Background: an optimization exercise with open tools, aiming at small area. Do not read the settings as production practice. Only simulation tests tie the RTL to the original design; equivalence was not proved. No activity file was given, so power comes from the tool's default toggle rates.

==> inputs of build 5 <==
// scan_reader_top
module scan_reader_top (
    input  logic        clk,
    input  logic        rst,
    input  logic        start,
    input  logic        cpu_mem_busy,
    output logic [11:0] mem_address,
    output logic        mem_read_enable,
    input  logic [15:0] mem_read_data,
    input  logic [5:0]  disp_index,
    output logic [15:0] disp_word,
    output logic        busy,
    output logic        done,
    output logic        snapshot_valid,
    output logic [15:0] checksum
);
==> module snapshot_bank, before the edit <==
module snapshot_bank (
    input  logic        clk,
    input  logic        rst,
    input  logic        shift,      
    input  logic        shift_n,    
    input  logic        load,       
    input  logic        load_n,     
    input  logic        valid,      
    input  logic [15:0] wr_data,
    input  logic [5:0]  rd_index,
    output logic [15:0] rd_data
);
    logic        phase;
    logic [15:0] back  [64];
    logic [15:0] front [64];
    logic [15:0] back_in;
    logic [15:0] rd_word;
    always_ff @(posedge clk or posedge rst) begin
        if (rst) phase <= 1'b0;
        else     phase <= ~phase;
    end
    assign back_in = wr_data ^ {16{phase}};
    always_ff @(posedge clk) begin
        for (int w = 0; w < 63; w++) begin
            back[w] <= ~((back[w] | {16{shift}}) & (back[w+1] | {16{shift_n}}));
        end
        back[63] <= ~((back[63] | {16{shift}}) & (back_in | {16{shift_n}}));
        for (int w = 0; w < 64; w++) begin
            front[w] <= ~((front[w] | {16{load}}) & (back[w] | {16{load_n}}));
        end
    end
    assign rd_word = front[rd_index] ^ {16{phase}};
    always_ff @(posedge clk or posedge rst) begin
        if (rst)        rd_data <= 16'd0;
        else if (valid) rd_data <= rd_word;
        else            rd_data <= 16'd0;
    end
endmodule
make LEC_CHECK=0 CAP_MARGIN=20 CORE_MARGIN=2 CORE_UTILIZATION=40 CTS_BUF_LIST=sky130_fd_sc_hd__clkbuf_16 CTS_CLUSTER_DIAMETER=80 CTS_CLUSTER_SIZE=25 SLEW_MARGIN=20 finish   # period 7.0 ns
run.sh (not shown) runs the stock make flow with config.mk's settings and CLKGATE_MAP_FILE= SYNTH_SCRIPT=/design/flow/synth_recipe.tcl, a recipe that flattens the netlist after the stock synthesis.
==> trial 80: changes against build 5 <==
--- a/flow/design.v
+++ b/flow/design.v
@@ -35,5 +35,23 @@
         end
     end
-    assign rd_word = front[rd_index] ^ {16{phase}};
+    logic [63:0] sel_n;
+    logic [15:0] rd_raw;
+    always_comb begin
+        for (int w = 0; w < 64; w++) sel_n[w] = (rd_index != 6'(w));
+    end
+    for (genvar b = 0; b < 16; b++) begin : g_rd_bit
+        logic [31:0] pair_nand;
+        for (genvar p = 0; p < 32; p++) begin : g_rd_pair
+            snapshot_rd_pair u_rd_pair (
+                .word0  (front[2*p][b]),
+                .word1  (front[2*p+1][b]),
+                .sel0_n (sel_n[2*p]),
+                .sel1_n (sel_n[2*p+1]),
+                .y_n    (pair_nand[p])
+            );
+        end
+        assign rd_raw[b] = ~|pair_nand;
+    end
+    assign rd_word = rd_raw ^ {16{phase}};
     always_ff @(posedge clk or posedge rst) begin
         if (rst)        rd_data <= 16'd0;
@@ -41,4 +59,13 @@
         else            rd_data <= 16'd0;
     end
+endmodule
+module snapshot_rd_pair (
+    input  logic word0,
+    input  logic word1,
+    input  logic sel0_n,
+    input  logic sel1_n,
+    output logic y_n
+);
+    assign y_n = ~((word0 | sel0_n) & (word1 | sel1_n));
 endmodule
 module datamem_scan_reader (
--- a/flow/config.mk
+++ b/flow/config.mk
@@ -8,7 +8,8 @@
 export CAP_MARGIN = 20
 export CORE_MARGIN = 2
-export CORE_UTILIZATION = 40
+export CORE_UTILIZATION = 65
 export CTS_BUF_LIST = sky130_fd_sc_hd__clkbuf_16
 export CTS_CLUSTER_DIAMETER = 80
 export CTS_CLUSTER_SIZE = 25
 export SLEW_MARGIN = 20
+export SYNTH_HIERARCHICAL = 1
==> run summary <==
| item | trial 80 | build 5 |
|---|---|---|
| Run status | timing/DRC/antenna clean | timing/DRC/antenna clean |
| Grt met3 use | 4.48% | 8.26% |
| Critical R2R Capture | u_reader.u_snapshot_bank.back[16][15] | u_reader.checksum_acc[12] |
| Largest net degree at the start of global routing | 223 | 199 |
| Layout area overhead | 4.57% | 8.91% |
| Placer's final routability congestion estimate | 0.847 | 0.895 |
| Total buffers and inverters traversed by the critical path | 2 | 1 |
| Initial cell density of the core | 65.6% | 40.3% |
| Post-DP Area | 64900 sq um | 66900 sq um |
| Tightest hold margin | 0.448 ns | 0.421 ns |
| Inserted Clock Buffers | 94 | 101 |
| Insertion delay of the later-clocked pin in the worst-skew pair | 0.71 ns | 0.78 ns |
| Crit path from | cpu_mem_busy | disp_index[5] |
| Xor and xnor fraction of the mapped netlist area | 0.475% | 0.475% |
| Top-area cell type share of the netlist area | 63.5% | 63.5% |
| Drt first-iter violations | 5194 | 7437 |
| Internal Pwr Total | 22.8 mW | 23.1 mW |
| Worst hold path startpoint | u_reader.u_snapshot_bank.back[0][6] | u_reader.u_snapshot_bank.back[0][11] |

* * *

==> run P <==
scan_reader_top again, from the RTL that the note above started with.
==> flow/config.mk <==
export PLATFORM = sky130hd
export DESIGN_NAME = scan_reader_top
export DESIGN_NICKNAME = scan_reader_top
export VERILOG_FILES = /design/flow/design.v
export SDC_FILE = /design/flow/constraint.sdc
export NUM_CORES = 4
export LEC_CHECK = 0
export CAP_MARGIN = 20
export CORE_MARGIN = 2
export CORE_UTILIZATION = 70
export CTS_BUF_LIST = sky130_fd_sc_hd__clkbuf_16
export CTS_CLUSTER_DIAMETER = 100
export CTS_CLUSTER_SIZE = 30
export SLEW_MARGIN = 20
==> flow/constraint.sdc <==
create_clock -name core_clock -period 7.0 [get_ports {clk}]
set_input_delay 1.4000 -clock core_clock [delete_from_list [all_inputs] [get_ports {clk}]]
set_output_delay 1.4000 -clock core_clock [all_outputs]
set_load 0.01 [all_outputs]
==> run F (differences from run P) <==
--- a/flow/design.v
+++ b/flow/design.v
@@ -36,3 +36,21 @@
     end
-    assign rd_word = front[rd_index] ^ {16{phase}};
+    logic [63:0] sel_n;
+    logic [15:0] rd_raw;
+    always_comb begin
+        for (int w = 0; w < 64; w++) sel_n[w] = (rd_index != 6'(w));
+    end
+    for (genvar b = 0; b < 16; b++) begin : g_rd_bit
+        logic [31:0] pair_nand;
+        for (genvar p = 0; p < 32; p++) begin : g_rd_pair
+            snapshot_rd_pair u_rd_pair (
+                .word0  (front[2*p][b]),
+                .word1  (front[2*p+1][b]),
+                .sel0_n (sel_n[2*p]),
+                .sel1_n (sel_n[2*p+1]),
+                .y_n    (pair_nand[p])
+            );
+        end
+        assign rd_raw[b] = ~|pair_nand;
+    end
+    assign rd_word = rd_raw ^ {16{phase}};
     always_ff @(posedge clk or posedge rst) begin
@@ -42,2 +60,11 @@
     end
+endmodule
+module snapshot_rd_pair (
+    input  logic word0,
+    input  logic word1,
+    input  logic sel0_n,
+    input  logic sel1_n,
+    output logic y_n
+);
+    assign y_n = ~((word0 | sel0_n) & (word1 | sel1_n));
 endmodule
==> flow/flow/run.sh (new file) <==
#!/bin/bash
set -euo pipefail
cd "$(dirname "$0")/.."
cat >> config.mk <<'EOC'
export BUFFER_PORTS_ARGS = -buffer_cell sky130_fd_sc_hd__buf_1
export CTS_ARGS = -sink_clustering_enable -repair_clock_nets -dont_use_dummy_load -buf_list sky130_fd_sc_hd__clkbuf_16 -sink_clustering_size 25 -sink_clustering_max_diameter 80
EOC
bash standard.sh > standard.log 2>&1
==> flow/standard.sh (new file) <==
#!/bin/bash
# synth_recipe.tcl (not shown) runs the flow's synth.tcl, then flattens the netlist and writes it again
# the make line also repeats each setting of config.mk as NAME=value (left out here)
make -C /OpenROAD-flow-scripts/flow DESIGN_CONFIG=/design/flow/config.mk WORK_HOME=/design/flow/orfs CLKGATE_MAP_FILE= SYNTH_SCRIPT=/design/flow/synth_recipe.tcl "${@:-finish}"
BUFFER_PORTS_ARGS = -buffer_cell sky130_fd_sc_hd__buf_1   (was default)
CORE_UTILIZATION = 65   (was 70)
CTS_ARGS = -sink_clustering_enable -repair_clock_nets -dont_use_dummy_load -buf_list sky130_fd_sc_hd__clkbuf_16 -sink_clustering_size 25 -sink_clustering_max_diameter 80   (was default)
CTS_BUF_LIST = default   (was sky130_fd_sc_hd__clkbuf_16)
CTS_CLUSTER_DIAMETER = default   (was 100)
CTS_CLUSTER_SIZE = default   (was 30)
SYNTH_HIERARCHICAL = 1   (was default)
removed: flow/run.sh
==> run B (differences from run P) <==
--- a/flow/design.v
+++ b/flow/design.v
@@ -36,3 +36,21 @@
     end
-    assign rd_word = front[rd_index] ^ {16{phase}};
+    logic [63:0] sel_n;
+    logic [15:0] rd_raw;
+    always_comb begin
+        for (int w = 0; w < 64; w++) sel_n[w] = (rd_index != 6'(w));
+    end
+    for (genvar b = 0; b < 16; b++) begin : g_rd_bit
+        logic [31:0] pair_nand;
+        for (genvar p = 0; p < 32; p++) begin : g_rd_pair
+            snapshot_rd_pair u_rd_pair (
+                .word0  (front[2*p][b]),
+                .word1  (front[2*p+1][b]),
+                .sel0_n (sel_n[2*p]),
+                .sel1_n (sel_n[2*p+1]),
+                .y_n    (pair_nand[p])
+            );
+        end
+        assign rd_raw[b] = ~|pair_nand;
+    end
+    assign rd_word = rd_raw ^ {16{phase}};
     always_ff @(posedge clk or posedge rst) begin
@@ -42,2 +60,11 @@
     end
+endmodule
+module snapshot_rd_pair (
+    input  logic word0,
+    input  logic word1,
+    input  logic sel0_n,
+    input  logic sel1_n,
+    output logic y_n
+);
+    assign y_n = ~((word0 | sel0_n) & (word1 | sel1_n));
 endmodule
==> flow/flow/run.sh (new file) <==
#!/bin/bash
set -euo pipefail
cd "$(dirname "$0")/.."
cat >> config.mk <<'EOC'
export BUFFER_PORTS_ARGS = -buffer_cell sky130_fd_sc_hd__buf_1
export CTS_ARGS = -sink_clustering_enable -repair_clock_nets -dont_use_dummy_load -buf_list sky130_fd_sc_hd__clkbuf_8 -sink_clustering_size 16 -sink_clustering_max_diameter 60
EOC
bash standard.sh > standard.log 2>&1
==> flow/standard.sh (new file) <==
#!/bin/bash
# synth_recipe.tcl (not shown) runs the flow's synth.tcl, then flattens the netlist and writes it again
# the make line also repeats each setting of config.mk as NAME=value (left out here)
make -C /OpenROAD-flow-scripts/flow DESIGN_CONFIG=/design/flow/config.mk WORK_HOME=/design/flow/orfs CLKGATE_MAP_FILE= SYNTH_SCRIPT=/design/flow/synth_recipe.tcl "${@:-finish}"
BUFFER_PORTS_ARGS = -buffer_cell sky130_fd_sc_hd__buf_1   (was default)
CTS_ARGS = -sink_clustering_enable -repair_clock_nets -dont_use_dummy_load -buf_list sky130_fd_sc_hd__clkbuf_8 -sink_clustering_size 16 -sink_clustering_max_diameter 60   (was default)
CTS_BUF_LIST = default   (was sky130_fd_sc_hd__clkbuf_16)
CTS_CLUSTER_DIAMETER = default   (was 100)
CTS_CLUSTER_SIZE = default   (was 30)
SYNTH_HIERARCHICAL = 1   (was default)
removed: flow/run.sh
==> run Y (differences from run P) <==
CORE_UTILIZATION = 40   (was 70)
CTS_BUF_LIST = default   (was sky130_fd_sc_hd__clkbuf_16)
CTS_CLUSTER_DIAMETER = default   (was 100)
CTS_CLUSTER_SIZE = default   (was 30)
==> notes <==
Against run B, the via count of run P is higher by 5.5%. Between run Y and run B, the lower sequential power is in run B (gap about 2%, measured against run B). Die area is about the same in run B and run P. Clock power: run B < run P < run F < run Y. Register-to-register slack is about the same in run P and run Y. Between run Y and run F, the lower critical path depth is in run Y (gap 1).

what the ideal ports hide:
The flow's constraints put no driver on any port. The routed layouts listed below were extracted and timed again, unchanged, in two steps. Step 1, drivers: a clkbuf_16 drives clk and a buf_2 each remaining input, both assumed. Step 2 moves the port delays by t, midway between the first and last clock arrival at a register: inputs arrive t later, outputs are due t later. That takes back most of the time a late clock gives input paths. a / b / c = no drivers / after step 1 / after step 2; a / b = the first two.
run	shift t [ns]	setup slack, ns	cell pins on the clock port's net
build 5	0.834	2.475 / 2.529 / 1.695	1
trial 80	0.780	2.358 / 2.331 / 1.826	1
run P	0.797	2.761 / 2.753 / 1.955	1
run F	0.762	2.813 / 2.863 / 2.102	1
run B	0.934	2.910 / 2.946 / 2.011	1
run Y	0.914	2.552 / 2.611 / 1.697	1
After both steps every run listed still meets setup and hold. For run B, which loses most, drivers alone change the setup slack by +0.036 ns; drivers and shift together by -0.899 ns.
